Source: an optimization exercise on an open RTL-to-GDS flow (aim: small area, a short achievable clock period and few clock cycles per item). Production flows keep margins and buffers that such runs may drop. Function was not checked in any run shown here: the RTL went through the layout flow alone.

==> flow/design.v (outline; a module is shown in full before it is edited, if it fits) <==
// module fp_mul_pipe: 1910 lines
// module fp_mul_sched: 85 lines
// module fp_mul_sched_top: 33 lines
module fp_mul_sched_top (
    input  logic         clk,
    input  logic         reset_n,
    input  logic [3:0]   req_valid,
    input  logic [127:0] req_x,
    input  logic [127:0] req_y,
    output logic [3:0]   req_ready,
    output logic         res_valid,
    input  logic         res_ready,
    output logic [1:0]   res_id,
    output logic [31:0]  res_data,
    output logic [4:0]   res_flags,
    output logic         busy
);
  // ...
==> flow/run.sh <==
#!/bin/bash
# synth_recipe.tcl (not shown) runs the flow's synth.tcl, then flattens the netlist and writes it again
# the make line also repeats each setting of config.mk as NAME=value (left out here)
make -C /OpenROAD-flow-scripts/flow DESIGN_CONFIG=/design/flow/config.mk WORK_HOME=/design/flow/orfs CLKGATE_MAP_FILE= SYNTH_SCRIPT=/design/flow/synth_recipe.tcl finish
==> flow/config.mk <==
export PLATFORM = sky130hd
export DESIGN_NAME = fp_mul_sched_top
export DESIGN_NICKNAME = fp_mul_sched_top
export VERILOG_FILES = /design/flow/design.v
export SDC_FILE = /design/flow/constraint.sdc
export NUM_CORES = 4
export LEC_CHECK = 0
export CAP_MARGIN = 20
export CORE_MARGIN = 2
export CORE_UTILIZATION = 40
export SLEW_MARGIN = 20
==> flow/constraint.sdc <==
create_clock -name core_clock -period 10.5 [get_ports {clk}]
set_input_delay 2.1000 -clock core_clock [delete_from_list [all_inputs] [get_ports {clk}]]
set_output_delay 2.1000 -clock core_clock [all_outputs]
set_load 0.01 [all_outputs]
==> run_results.csv, run 1 <==
group,metric,value,unit
status,outcome,"finished clean",
worst_setup_path,slowest_delay,580,ps
grt,grt-ovfl-total,0,
worst_setup_path,crit_family,"compound AO/OA/AOI/OAI gates",
finish,mostFrequentLayoutCells,"inv_1 (344), clkdlybuf4s50_1 (307), xnor2_1 (244), fa_1 (243), a22oi_1 (242)",
cts,path_clk_slew,60,ps
worst_setup_path,path_buf_inv,4,
hold_path,holdCritStartpoint,"u_sched.last_q[1]",
cts,cts_buffer_depth,2,
routing,top_layer_used,"met5",
finish,multi_input_area,16200,sq um
die,die_h,236,microns
cts,clkLatencyLatePin,460,ps
worst_setup_path,reg2reg_depth,20,
synth,synth_top_cell_by_area,"fa_1",
sta,max_slew_margin,22.0,%
die,io_pins,308,
cts,post-cts-setup-buffer-count,0,
routing,wl,80.5,mm
finish,seq_cells,114,
finish,sh_seq_area,13.1,%
worst_setup_path,crit_path_end,"res_data[11]",
synth,synthFlopType,"edfxtp_1",
die,core_area,53600,sq um
cts,postCtsHoldBufs,0,
grt,grt_pass1_vias,19400,
sta,worst_pin_slew,1170,ps
routing,dr_wl_met3,7.69,mm
finish,final_core_util,48.5,%
synth,synth_xor_area_share,12.6,%
finish,clockBufferCount,21,
synth,synth.most_common_cell,"inv_1",
==> inputs of run 2 (changes only) <==
--- a/flow/config.mk
+++ b/flow/config.mk
@@ -7,2 +7,3 @@
 export LEC_CHECK = 0
+export ABC_CLOCK_PERIOD_IN_PS = 5000
 export CAP_MARGIN = 20
@@ -10,2 +11,3 @@
 export CORE_UTILIZATION = 40
+export SETUP_SLACK_MARGIN = 4
 export SLEW_MARGIN = 20
==> run 2 against run 1 <==
  * Via count grew 15%
  * Highest routed layer unchanged
  * Wire length grew 20%
  * Still clean on timing, DRC and antenna
  * Worst hold slack lost 8.1 ps
  * Clock-buffer cell count shrank 4
  * Critical path depth grew 2
  * Clock skew grew 2.6 ps
  * Synthesized cell count is the same
  * Register-to-register slack gained 1100 ps
  * Critical path type unchanged
==> run_results.csv, run 2 <==
group,metric,value,unit
synth,yosys_warnings,2,
cts,root_buffer,"clkbuf_16",
synth,ys_types,89,
synth,ys_async_sr_fraction,2.63,%
die,core_area,53600,sq um
finish,layout_commonest_cell,"clkdlybuf4s50_1",
worst_setup_path,arrival,5910,ps
synth,synth.cell_area,21600,sq um
finish,drive_gt1_share,37.9,%
synth,synth_top_family_by_area,"adder cells",
grt,grt_pass1_vias,23100,
worst_setup_path,path_buf_inv,6,
worst_setup_path,cp_max_fo,6,
sta,max_slew_margin,40.6,%
sta,period_share,76.3,%
finish,area_growth,52.3,%
worst_setup_path,slowest_delay,440,ps
routing,drt_first_pass_iters,10,
sta,final_max_slew_viol_count,0,
sta,grt_setup_unrepaired,"yes",
synth,ys_ff_latch,114,
sta,hold_ws,670,ps
worst_setup_path,reg2reg_from,"u_sched.last_q[0]",
synth,syn_nets,3020,
routing,wl,96.6,mm
grt,grt_pass1_wl,143,mm
die,die_h,236,microns
synth,yosysSeqAreaShare,15.8,%
grt,track_usage,33.9,%
worst_setup_path,critPathLaunch,"u_sched.u_mul.mq[15]",
cts,clkLatencyLatePin,460,ps
routing,vias,22300,
die,fp.dieW,236,microns
sta,fin_skew,14.2,ps
synth,synth-edff-count,111,
cts,cts.htree.levels,4,
synth,yosys-top-cells-count,"inv_1 (345), xnor2_1 (244), fa_1 (243)",
cts,cts_buffer_depth,2,
sta,hold_viol_final,0,
synth,synth_top_cell_by_area,"fa_1",
hold_path,hp-class,"reg -> reg",
finish,regMostFlops,"u_sched.u_mul.mq",
finish,final_core_util,61.4,%
flow_run,drv_cap,0,
worst_setup_path,cp-start-kind,"register",
worst_setup_path,cp_slowest_cell,"edfxtp_1",
synth,synth_top_area_share,22.5,%
grt,antenna_found_initial,10,
synth,muxShareOfSynthArea,2.18,%
synth,synth_compound_area_share,21.6,%
finish,mostFrequentLayoutCells,"clkdlybuf4s50_1 (266), buf_4 (250), inv_1 (245), xnor2_1 (201), a22oi_1 (167)",
sta,setup_viol_count_final,0,
cts,cts_tree,"built",
die,die_area,55900,sq um
placed_design,dp_hpwl,62.9,mm
cts,postCtsHoldBufs,0,
worst_setup_path,cp.required,8400,ps
sta,finalCriticalPeriod,8010,ps
grt,grt_max_degree,64,
status,outcome,"finished clean",
routing,avgRoutedWirePerCell,26.4,microns
routing,drc,0,
worst_setup_path,crit_path_frequent_cell,"ha_4",
synth,synthFlopType,"edfxtp_1",
die,initial_core_util,40.3,%
die,row_count,85,
placed_design,port_buffers,307,
finish,nNetsFinal,3565,
sta,clock.fmax,125,MHz
synth,synth-simple-area-share,7.88,%
worst_setup_path,end_kind,"primary output",
synth,syn_avg_cell_area,9.04,sq um
finish,largest_reg_flops,95,
routing,dr.first_iter.drc_count,2457,
synth,synth_xor_area_share,12.6,%
synth,synthCells,2390,
cts,cts-buffers-inserted,17,
cts,cts.sinks,114,
synth,synth_fa_ha_area_share,29.8,%
die,io_pins,308,
synth,synthTopCellsByArea,"fa_1 (23%), edfxtp_1 (15%), xnor2_1 (9.9%)",
hold_path,holdCritStartpoint,"u_sched.last_q[1]",
worst_setup_path,crit_family,"compound AO/OA/AOI/OAI gates",
synth,synth.most_common_cell,"inv_1",
routing,ant_nets,0,
finish,largestRegisters,"u_sched.u_mul.mq x95, u_sched.u_mul.esum_q x10",
sta,fin_setup_tns,0,ps
placed_design,finalWeightedCongestion,0.967,
worst_setup_path,critical_path_class,"reg -> out",
grt,grt-ovfl-total,0,
routing,vias_per_cell,6.10,
cts,path_clk_slew,70,ps
sta,worst_pin_slew,891,ps
[run 2: path summary, 6_finish.rpt]
check,endpoint,depth (start not counted),slack [ps]
worst max-delay path,res_data[7],27,2490
worst min-delay path,u_sched.last_q[1],1,670
worst max register to register,u_sched.u_mul.mq[54],26,3260
worst min register to register,u_sched.last_q[1],1,670
max in group asynchronous,u_sched.last_q[0],1,8460
min in group asynchronous,u_sched.vld_q,1,1820
[run 2: repair_timing]
action | 4_1_cts | 5_1_grt
endpoints found under the setup margin | 136 | 120
cloned | 25 | 0
buffers inserted | 258 | 59
pin swaps | 295 | 142
resized for setup | 637 | 187
[run 2: area by class of cell]
| cell class | count | area [sq um] |
|---|---|---|
| fillers | 4306 | 20700 |
| diodes | 10 | 25.0 |
| repair inverters | 1 | 8.76 |
| flip-flops and latches | 114 | 3410 |
| well taps | 696 | 871 |
| clock buffers | 17 | 425 |
| multi-input cells | 1748 | 19400 |
| repair buffers | 702 | 7150 |
| inverters | 351 | 1400 |
| clock inverters | 14 | 164 |
[run 2: worst reg2reg max path, delay by kind of cell (launching register included)]
family                   cells  cell delay, ps
AO/OA/AOI/OAI                4             890
buffers and inverters        9             750
AND/OR/NAND/NOR              3             490
flip-flops                   1             630
adder cells (fa/ha/maj)      8            3410
XOR/XNOR                     1             140
multiplexers                 1             680
[run 2: metal layers]
| layer | up-vias | track usage (%) | routed length [microns] |
|---|---|---|---|
| li1 | 9455 | - | - |
| met1 | 10900 | 42.0 | 36600 |
| met2 | 1436 | 52.3 | 42500 |
| met3 | 430 | 11.3 | 11200 |
| met4 | 2 | 17.9 | 6120 |
| met5 | - | 0.433 | 38 |
[run 2: cell families after synthesis]
logic type	count (synthesis)
xor gates and xnor gates	312
adders and majority gates	369
buffers and inverters	544
AOI/OAI and AO/OA	661
muxes	43
and+or+nand+nor	347
DFF	114
[run 2: per-stage QoR]
| step | area, sq um | worst slack, ps | std cells |
|---|---|---|---|
| floorplan | 23200 | 2970 | 2390 |
| global placement | 26500 | 1090 | 3270 |
| detailed placement | 26500 | 1030 | 3270 |
| CTS | 31600 | 2480 | 3584 |
| global route | 32900 | 2360 | 3649 |
| finish | 32900 | 2490 | 3653 |
==> inputs of run 3 (changes only) <==
--- a/flow/config.mk
+++ b/flow/config.mk
@@ -11,3 +11,2 @@
 export CORE_UTILIZATION = 40
-export SETUP_SLACK_MARGIN = 4
 export SLEW_MARGIN = 20
==> run 3 against run 2 <==
  * Highest routed layer unchanged
  * Synthesized area stayed put
  * Core utilization fell by 13 points
  * Sequential share of layout area rose by 2.8 points
  * Final cell count decreased by 9.4%
  * Via count shrank 13%
  * Still clean
  * Clock-buffer cell count rose by 4
  * First-iteration DRC count shrank 13%
==> run_results.csv, run 3 <==
group,metric,value,unit
finish,drive_gt1_share,6.43,%
sta,fin_skew,11.6,ps
hold_path,hold_depth,1,
placed_design,dpl_cell_area,25400,sq um
status,outcome,"finished clean",
worst_setup_path,critical_path_class,"reg -> out",
grt,track_usage,28.6,%
synth,synth-edff-count,111,
cts,cts-buffers-inserted,17,
routing,vias,19400,
sta,fin_setup_tns,0,ps
synth,synth.most_common_cell,"inv_1",
die,core_area,53600,sq um
sta,worst_pin_slew,1170,ps
worst_setup_path,reg2reg_depth,20,
worst_setup_path,end_kind,"primary output",
grt,grt_pass1_wl,122,mm
die,initial_core_util,40.3,%
sta,period_share,92.0,%
die,die_h,236,microns
worst_setup_path,cp-start-kind,"register",
die,row_count,85,
cts,path_clk_slew,60,ps
finish,regMostFlops,"u_sched.u_mul.mq",
synth,synth_top_cell_by_area,"fa_1",
die,die_area,55900,sq um
sta,hold_viol_final,0,
cts,cts.htree.levels,4,
worst_setup_path,crit_family,"compound AO/OA/AOI/OAI gates",
routing,wl,80.5,mm
die,fp.dieW,236,microns
worst_setup_path,crit_cells,25,
synth,yosysSeqAreaShare,15.8,%
grt,grt_max_degree,63,
cts,cts_tree,"built",
sta,clock.fmax,104,MHz
routing,vias_per_cell,5.86,
finish,layout_commonest_cell,"inv_1",
sta,hold_ws,678,ps
routing,avgRoutedWirePerCell,24.3,microns
routing,dr.first_iter.drc_count,2142,
cts,cts.sinks,114,
synth,yosys-top-cells-count,"inv_1 (345), xnor2_1 (244), fa_1 (243)",
placed_design,port_buffers,307,
placed_design,finalWeightedCongestion,0.958,
finish,finalInstanceArea,26000,sq um
worst_setup_path,cp_slowest_cell,"o41ai_1",
synth,ys_ff_latch,114,
finish,mostFrequentLayoutCells,"inv_1 (344), clkdlybuf4s50_1 (307), xnor2_1 (244), fa_1 (243), a22oi_1 (242)",
sta,final_max_slew_viol_count,0,
cts,root_buffer,"clkbuf_16",
synth,ys_types,89,
finish,fillers,5149,
finish,largestRegisters,"u_sched.u_mul.mq x95, u_sched.u_mul.esum_q x10",
die,io_pins,308,
synth,yosys_warnings,2,
finish,area_growth,20.3,%
grt,grt-ovfl-total,0,
routing,ant_nets,0,
synth,syn_avg_cell_area,9.04,sq um
synth,syn_nets,3020,
placed_design,dp_hpwl,63.6,mm
synth,synthFlopType,"edfxtp_1",
worst_setup_path,crit_path_frequent_cell,"ha_1",
worst_setup_path,slowest_delay,580,ps
finish,largest_reg_flops,95,
sta,finalCriticalPeriod,9660,ps
finish,nNetsFinal,3228,
hold_path,hp-class,"reg -> reg",
synth,synthCells,2390,
sta,max_slew_margin,22.0,%
grt,antenna_found_initial,6,
synth,synth_top_area_share,22.5,%
worst_setup_path,arrival,7560,ps
synth,synth.cell_area,21600,sq um
cts,cts_buffer_depth,2,
worst_setup_path,cp.required,8400,ps
routing,drc,0,
finish,multi_input_area,16200,sq um
routing,drt_first_pass_iters,11,
sta,grt_setup_unrepaired,"no",
sta,fin_ws,840,ps
synth,synthTopCellsByArea,"fa_1 (23%), edfxtp_1 (15%), xnor2_1 (9.9%)",
flow_run,drv_cap,0,
grt,grt_pass1_vias,19400,
cts,clkLatencyLatePin,460,ps
synth,ys_async_sr_fraction,2.63,%
worst_setup_path,cp_max_fo,14,
placed_design,preCtsSetupSlack,603,ps
worst_setup_path,path_buf_inv,4,
finish,seq_area,3410,sq um
sta,setup_viol_count_final,0,
==> run 3: per-layer routing <==
layer | wire, microns | GRT usage [%]
met5 | 28 | 0
met4 | 1930 | 7.71
met3 | 7690 | 6.94
met2 | 36100 | 44.3
met1 | 34800 | 39.8
==> run 3: through the flow <==
step                      utilization, %  cells
after floorplan                        -   2390
after global placement              47.4   3275
after global routing                48.5   3310
final                               48.5   3311
after detailed placement            47.4   3275
after CTS                           48.4   3307
==> run 3: what timing repair did <==
item / 4_1_cts / 5_1_grt
gates resized for setup: 0 / 1
hold buffers: 0 / 0
buffers inserted: 0 / 0
setup endpoints to repair: 0 / 1
==> run 3: final cells by class <==
cell class              instances  share of cell area, %
repair buffers                382                   14.0
clock inverters                11                  0.438
flip-flops and latches        114                   13.1
diodes                          4                 0.0385
inverters                     351                   5.08
multi-input cells            1732                   62.3
clock buffers                  21                   1.69
well taps                     696                   3.35
==> run 3: worst paths after layout <==
kind | slack (ps) | startpoint | end
max reg2reg | 2200 | u_sched.last_q[0] | u_sched.u_mul.mq[52]
min in group asynchronous | 1810 | reset_n | u_sched.vld_q
max | 840 | u_sched.u_mul.mq[15] | res_data[11]
min reg2reg | 680 | u_sched.last_q[1] | u_sched.last_q[1]
max in group asynchronous | 8470 | reset_n | u_sched.last_q[1]
min | 680 | u_sched.last_q[1] | u_sched.last_q[1]
==> run 3: worst register-to-register path: stages, from the launching register on <==
cell and delay, ps:
dfstp_2 640, inv_1 140, ha_1 570, nand2b_1 170
or3_1 540, a21boi_2 210, buf_4 370, or2_1 740
buf_4 330, nand2_1 100, o2111a_1 300, ha_1 1030
a22oi_1 240, xor2_1 210, fa_1 430, fa_1 550
inv_1 50, fa_1 420, fa_1 510, inv_1 50
fa_1 440
==> run 3: kinds of logic (layout without fill, tap and decap cells) <==
logic type	Yosys count	in the layout	synth area share (%)
other	0	4	0
AO/OA/AOI/OAI	661	661	21.6
buffers and inverters	544	765	10.1
XOR/XNOR	312	312	12.6
multiplexers	43	43	2.18
flip-flops	114	114	15.8
AND/OR/NAND/NOR	347	347	7.88
adder cells (fa/ha/maj)	369	369	29.8
==> module fp_mul_sched, before the edit <==
module fp_mul_sched
#(
    parameter int EXP  = FP_EXP_DEF,
    parameter int MAN  = FP_MAN_DEF,
    parameter int BITS = MAN + EXP + 1,
    parameter int BIAS = 2 ** (EXP - 1) - 1,
    parameter int NREQ = 4,
    localparam int IDW = (NREQ > 1) ? $clog2(NREQ) : 1
) (
    input  logic                      clk,
    input  logic                      reset_n,
    input  logic [NREQ-1:0]           req_valid,
    input  logic [NREQ-1:0][BITS-1:0] req_x,
    input  logic [NREQ-1:0][BITS-1:0] req_y,
    output logic [NREQ-1:0]           req_ready,
    output logic                      res_valid,
    input  logic                      res_ready,
    output logic [IDW-1:0]            res_id,
    output logic [BITS-1:0]           res_data,
    output logic [FLAGS_W-1:0]        res_flags,
    output logic                      busy
);
    logic [IDW-1:0]     last_q;
    logic               vld_q;
    logic [IDW-1:0]     id_q;
    logic [NREQ-1:0]    gnt;        
    logic [IDW-1:0]     gnt_idx;
    logic               accept;     
    logic [BITS-1:0]    x_sel, y_sel;
    logic [BITS-1:0]    mul_data;
    logic [FLAGS_W-1:0] mul_flags;
    always_comb begin
        logic found;
        logic [IDW-1:0] cand;
        found   = 1'b0;
        gnt     = '0;
        gnt_idx = '0;
        cand    = last_q;
        for (int i = 0; i < NREQ; i++) begin
            cand = (cand == IDW'(NREQ - 1)) ? '0 : cand + 1'b1;
            if (!found && req_valid[cand]) begin
                found        = 1'b1;
                gnt[cand]    = 1'b1;
                gnt_idx      = cand;
            end
        end
    end
    assign accept    = !vld_q || res_ready;
    assign req_ready = accept ? gnt : '0;
    always_comb begin
        x_sel = '0;
        y_sel = '0;
        for (int i = 0; i < NREQ; i++) begin
            x_sel = x_sel | (req_x[i] & {BITS{gnt[i]}});
            y_sel = y_sel | (req_y[i] & {BITS{gnt[i]}});
        end
    end
    fp_mul_pipe u_mul (
        .clk     (clk),
        .en_i    (accept),
        .x_i     (x_sel),
        .y_i     (y_sel),
        .data_o  (mul_data),
        .flags_o (mul_flags)
    );
    always_ff @(posedge clk or negedge reset_n) begin
        if (!reset_n) begin
            vld_q  <= 1'b0;
            last_q <= IDW'(NREQ - 1);
        end else begin
            if (accept) vld_q <= |gnt;
            if (accept && |gnt) last_q <= gnt_idx;
        end
    end
    always_ff @(posedge clk) begin
        if (accept) begin
            id_q    <= gnt_idx;
        end
    end
    assign res_valid = vld_q;
    assign res_id    = id_q;
    assign res_data  = mul_data;
    assign res_flags = mul_flags;
    assign busy      = vld_q;
endmodule
==> inputs of run 4 (changes only) <==
--- a/flow/design.v
+++ b/flow/design.v
@@ -1939,3 +1939,3 @@
     parameter int BIAS = 2 ** (EXP - 1) - 1,
-    parameter int NREQ = 4,
+    parameter int NREQ = 4,    
     localparam int IDW = (NREQ > 1) ? $clog2(NREQ) : 1
@@ -1965,16 +1965,11 @@
     always_comb begin
-        logic found;
-        logic [IDW-1:0] cand;
-        found   = 1'b0;
-        gnt     = '0;
-        gnt_idx = '0;
-        cand    = last_q;
-        for (int i = 0; i < NREQ; i++) begin
-            cand = (cand == IDW'(NREQ - 1)) ? '0 : cand + 1'b1;
-            if (!found && req_valid[cand]) begin
-                found        = 1'b1;
-                gnt[cand]    = 1'b1;
-                gnt_idx      = cand;
-            end
-        end
+        logic [3:0] v;
+        v = req_valid;
+        unique case (last_q)
+            2'd0:    gnt = v[1] ? 4'b0010 : v[2] ? 4'b0100 : v[3] ? 4'b1000 : v[0] ? 4'b0001 : 4'b0000;
+            2'd1:    gnt = v[2] ? 4'b0100 : v[3] ? 4'b1000 : v[0] ? 4'b0001 : v[1] ? 4'b0010 : 4'b0000;
+            2'd2:    gnt = v[3] ? 4'b1000 : v[0] ? 4'b0001 : v[1] ? 4'b0010 : v[2] ? 4'b0100 : 4'b0000;
+            default: gnt = v[0] ? 4'b0001 : v[1] ? 4'b0010 : v[2] ? 4'b0100 : v[3] ? 4'b1000 : 4'b0000;
+        endcase
+        gnt_idx = {gnt[3] | gnt[2], gnt[3] | gnt[1]};
     end
--- a/flow/config.mk
+++ b/flow/config.mk
@@ -7,3 +7,2 @@
 export LEC_CHECK = 0
-export ABC_CLOCK_PERIOD_IN_PS = 5000
 export CAP_MARGIN = 20
==> run 4 against run 3 <==
  * Via count down 2.7%
  * Synthesized area down 3.4%
  * Still clean
  * Sequential share of layout area up 0.45 points
  * Critical path depth down 1
  * Sequential cell count unchanged
  * Critical path type unchanged
  * Wire length down 7.7%
==> run_results.csv, run 4 <==
group,metric,value,unit
die,io_pins,308,
die,row_count,83,
synth,synth_fa_ha_area_share,30.4,%
worst_setup_path,arrival,7850,ps
finish,finalNonFillerCells,3199,
placed_design,port_buffers,307,
hold_path,hp-class,"reg -> reg",
synth,synth-edff-count,111,
cts,cts.htree.levels,4,
finish,mostFrequentLayoutCells,"inv_1 (321), clkdlybuf4s50_1 (307), a22oi_1 (244), fa_1 (243), xnor2_1 (221)",
die,fp.dieW,232,microns
grt,track_usage,27.8,%
synth,synth_top_cell_by_area,"fa_1",
grt,antenna_found_initial,0,
finish,largest_reg_flops,95,
sta,setup_viol_count_final,0,
cts,clkLatencyLatePin,470,ps
worst_setup_path,cp.required,8400,ps
placed_design,finalWeightedCongestion,0.898,
finish,finalInstanceArea,25100,sq um
placed_design,dp_hpwl,56.9,mm
synth,ys_types,75,
routing,vias,18900,
finish,diodes,0,
worst_setup_path,end_kind,"primary output",
grt,grt-ovfl-total,0,
routing,dr.first_iter.drc_count,2291,
status,outcome,"finished clean",
placed_design,dp.cells,3162,
worst_setup_path,cp_slowest_cell,"or3_1",
grt,grt_pass1_vias,19300,
finish,layout_commonest_cell,"inv_1",
sta,fin_skew,13.3,ps
synth,muxShareOfSynthArea,1.21,%
routing,vias_per_cell,5.90,
sta,clock.fmax,101,MHz
sta,finalCriticalPeriod,9950,ps
worst_setup_path,reg2reg_depth,20,
sta,fin_setup_tns,0,ps
finish,area_growth,20.4,%
routing,avgRoutedWirePerCell,23.2,microns
die,die_h,232,microns
cts,postCtsHoldBufs,0,
synth,synth.most_common_cell,"inv_1",
worst_setup_path,cp-start-kind,"register",
sta,max_slew_margin,21.4,%
sta,final_max_slew_viol_count,0,
die,initial_core_util,40.6,%
worst_setup_path,crit_path_frequent_cell,"ha_1",
routing,wl,74.3,mm
flow_run,drv_cap,0,
finish,largestRegisters,"u_sched.u_mul.mq x95, u_sched.u_mul.esum_q x10",
routing,drc,0,
synth,syn_avg_cell_area,9.09,sq um
worst_setup_path,critical_path_class,"reg -> out",
worst_setup_path,cp_max_fo,26,
finish,nNetsFinal,3128,
synth,synthCells,2295,
die,core_area,51400,sq um
finish,regMostFlops,"u_sched.u_mul.mq",
grt,grt_pass1_wl,114,mm
cts,cts.sinks,114,
sta,worst_pin_slew,1180,ps
synth,synthFlopType,"edfxtp_1",
synth,yosys-top-cells-count,"inv_1 (323), a22oi_1 (244), fa_1 (243)",
synth,ys_ff_latch,114,
cts,path_clk_slew,60,ps
finish,drive_gt1_share,5.24,%
hold_path,hold_depth,2,
sta,hold_viol_final,0,
die,die_area,54000,sq um
grt,grt_max_degree,69,
synth,yosys_warnings,2,
sta,grt_setup_unrepaired,"no",
synth,synth_xor_area_share,12.8,%
synth,synth_compound_area_share,20.9,%
synth,synth_top_family_by_area,"adder cells",
placed_design,dpl_cell_area,24500,sq um
cts,cts_buffer_depth,2,
synth,synth-simple-area-share,8.69,%
cts,root_buffer,"clkbuf_16",
synth,syn_nets,2917,
worst_setup_path,slowest_delay,790,ps
cts,cts-buffers-inserted,17,
synth,ys_async_sr_fraction,2.63,%
cts,cts_tree,"built",
synth,synth.cell_area,20900,sq um
synth,yosysSeqAreaShare,16.4,%
sta,period_share,94.7,%
synth,synthTopCellsByArea,"fa_1 (23%), edfxtp_1 (16%), xnor2_1 (9.3%)",
worst_setup_path,path_cells,"ha_1 > a21o_1 > a221oi_1 > o22ai_1 > o311a_1 > nor2_1 > a21boi_2 > a31oi_1 > xnor2_4 > clkinvlp_4 > buf_4 > ha_1 > ha_1 > and3_1 > nand3_1 > xor2_1 > nand4_1 > nor3_1 > o21ai_0 > nand3_1 > or3_1 > a221o_1 > a211oi_1 > clkdlybuf4s50_1",
routing,ant_nets,0,
routing,drt_first_pass_iters,7,
sta,hold_ws,594,ps
synth,synth_top_area_share,23.3,%
[run 4: changes by cell type after synthesis, moves of 17 or more]
cell       delta
o21ai_0      -71
nand2_1      +61
o31ai_1      -29
o2111ai_1    -28
a22o_1       +24
xnor2_1      -23
inv_1        -22
a221o_1      +20
a21oi_1      +19
clkbuf_1     -17
[run 4: critical path, delay by kind of cell (launching register included)]
family,cells,cell delay [ps]
AOI/OAI and AO/OA,9,2680
and+or+nand+nor,7,2040
buffers and inverters,3,950
adders and majority gates,3,810
xor gates and xnor gates,2,460
DFF,1,380
[run 4: per-stage QoR]
stage / setup WS (ps) / util [%]
global placement: 775 / 47.6
detailed placement: 537 / 47.6
global route: 25.1 / 48.9
CTS: 3.26 / 48.7
finish: 552 / 48.9
floorplan: 2930 / -
[run 4: final timing paths]
check | startpoint | end | slack, ps
max | u_sched.u_mul.mq[5] | res_data[22] | 550
min | u_sched.last_q[0] | u_sched.last_q[0] | 590
max reg2reg | u_sched.last_q[1] | u_sched.u_mul.mq[54] | 3350
min reg2reg | u_sched.last_q[0] | u_sched.last_q[0] | 590
max in group asynchronous | reset_n | u_sched.last_q[0] | 8470
min in group asynchronous | reset_n | u_sched.vld_q | 1810
[run 4: layout make-up]
type / count / area (sq um)
Timing Repair Buffer: 370 / 3550
Tap cell: 680 / 851
Multi-Input combinational cell: 1675 / 15500
Sequential cell: 114 / 3410
Clock inverter: 14 / 129
Timing Repair inverter: 1 / 5.00
Inverter: 327 / 1230
Clock buffer: 18 / 429
Fill cell: 4889 / 26300
[run 4: kinds of logic (layout without fill, tap and decap cells)]
group | count (synthesis) | count (layout)
buf+inv | 506 | 730
flops | 114 | 114
compound gates | 594 | 594
mux | 25 | 25
fa+ha+maj | 362 | 362
simple gates | 389 | 389
xor+xnor | 305 | 305
[run 4: routing by layer]
layer  GRT usage, %  vias to the layer above  routed length [microns]
li1               -                     8395                        -
met1           35.7                     9313                    30100
met2           46.1                     1013                    35200
met3           5.70                      146                     6330
met4           10.3                        0                     2620
met5              0                        -                        0
[run 4: repair_timing]
action / in CTS / in global routing
gates resized for setup: 1 / 0
setup endpoints to repair: 1 / 7
cloned: 1 / 0
buffers inserted: 0 / 3

[port drivers added, routing unchanged]
Ports are ideal in the flow. The routed layouts listed here were re-timed in OpenROAD. Step 1 (the two cells are an assumption about what drives the block):
set clk [get_ports {clk}]
set_driving_cell -lib_cell sky130_fd_sc_hd__clkbuf_16 $clk
set_driving_cell -lib_cell sky130_fd_sc_hd__buf_2 [delete_from_list [all_inputs] $clk]
Step 2, shift: input delay + t, output delay - t, t = (earliest + latest rising clock arrival at the registers) / 2. This alone moves slack from input paths to output paths. a / b / c = ideal / step 1 / step 2; a / b = the first two.
run | shift t [ns] | setup WS [ns] | worst register clock-pin slew, ns
run 1 | 0.510 | 0.840 / 0.787 / 0.536 | 0.06 / 0.06
run 2 | 0.510 | 2.493 / 2.442 / 2.437 | 0.07 / 0.07
run 3 | 0.510 | 0.840 / 0.787 / 0.536 | 0.06 / 0.06
run 4 | 0.525 | 0.552 / 0.498 / 1.023 | 0.07 / 0.07
After both steps every run listed still meets setup and hold.
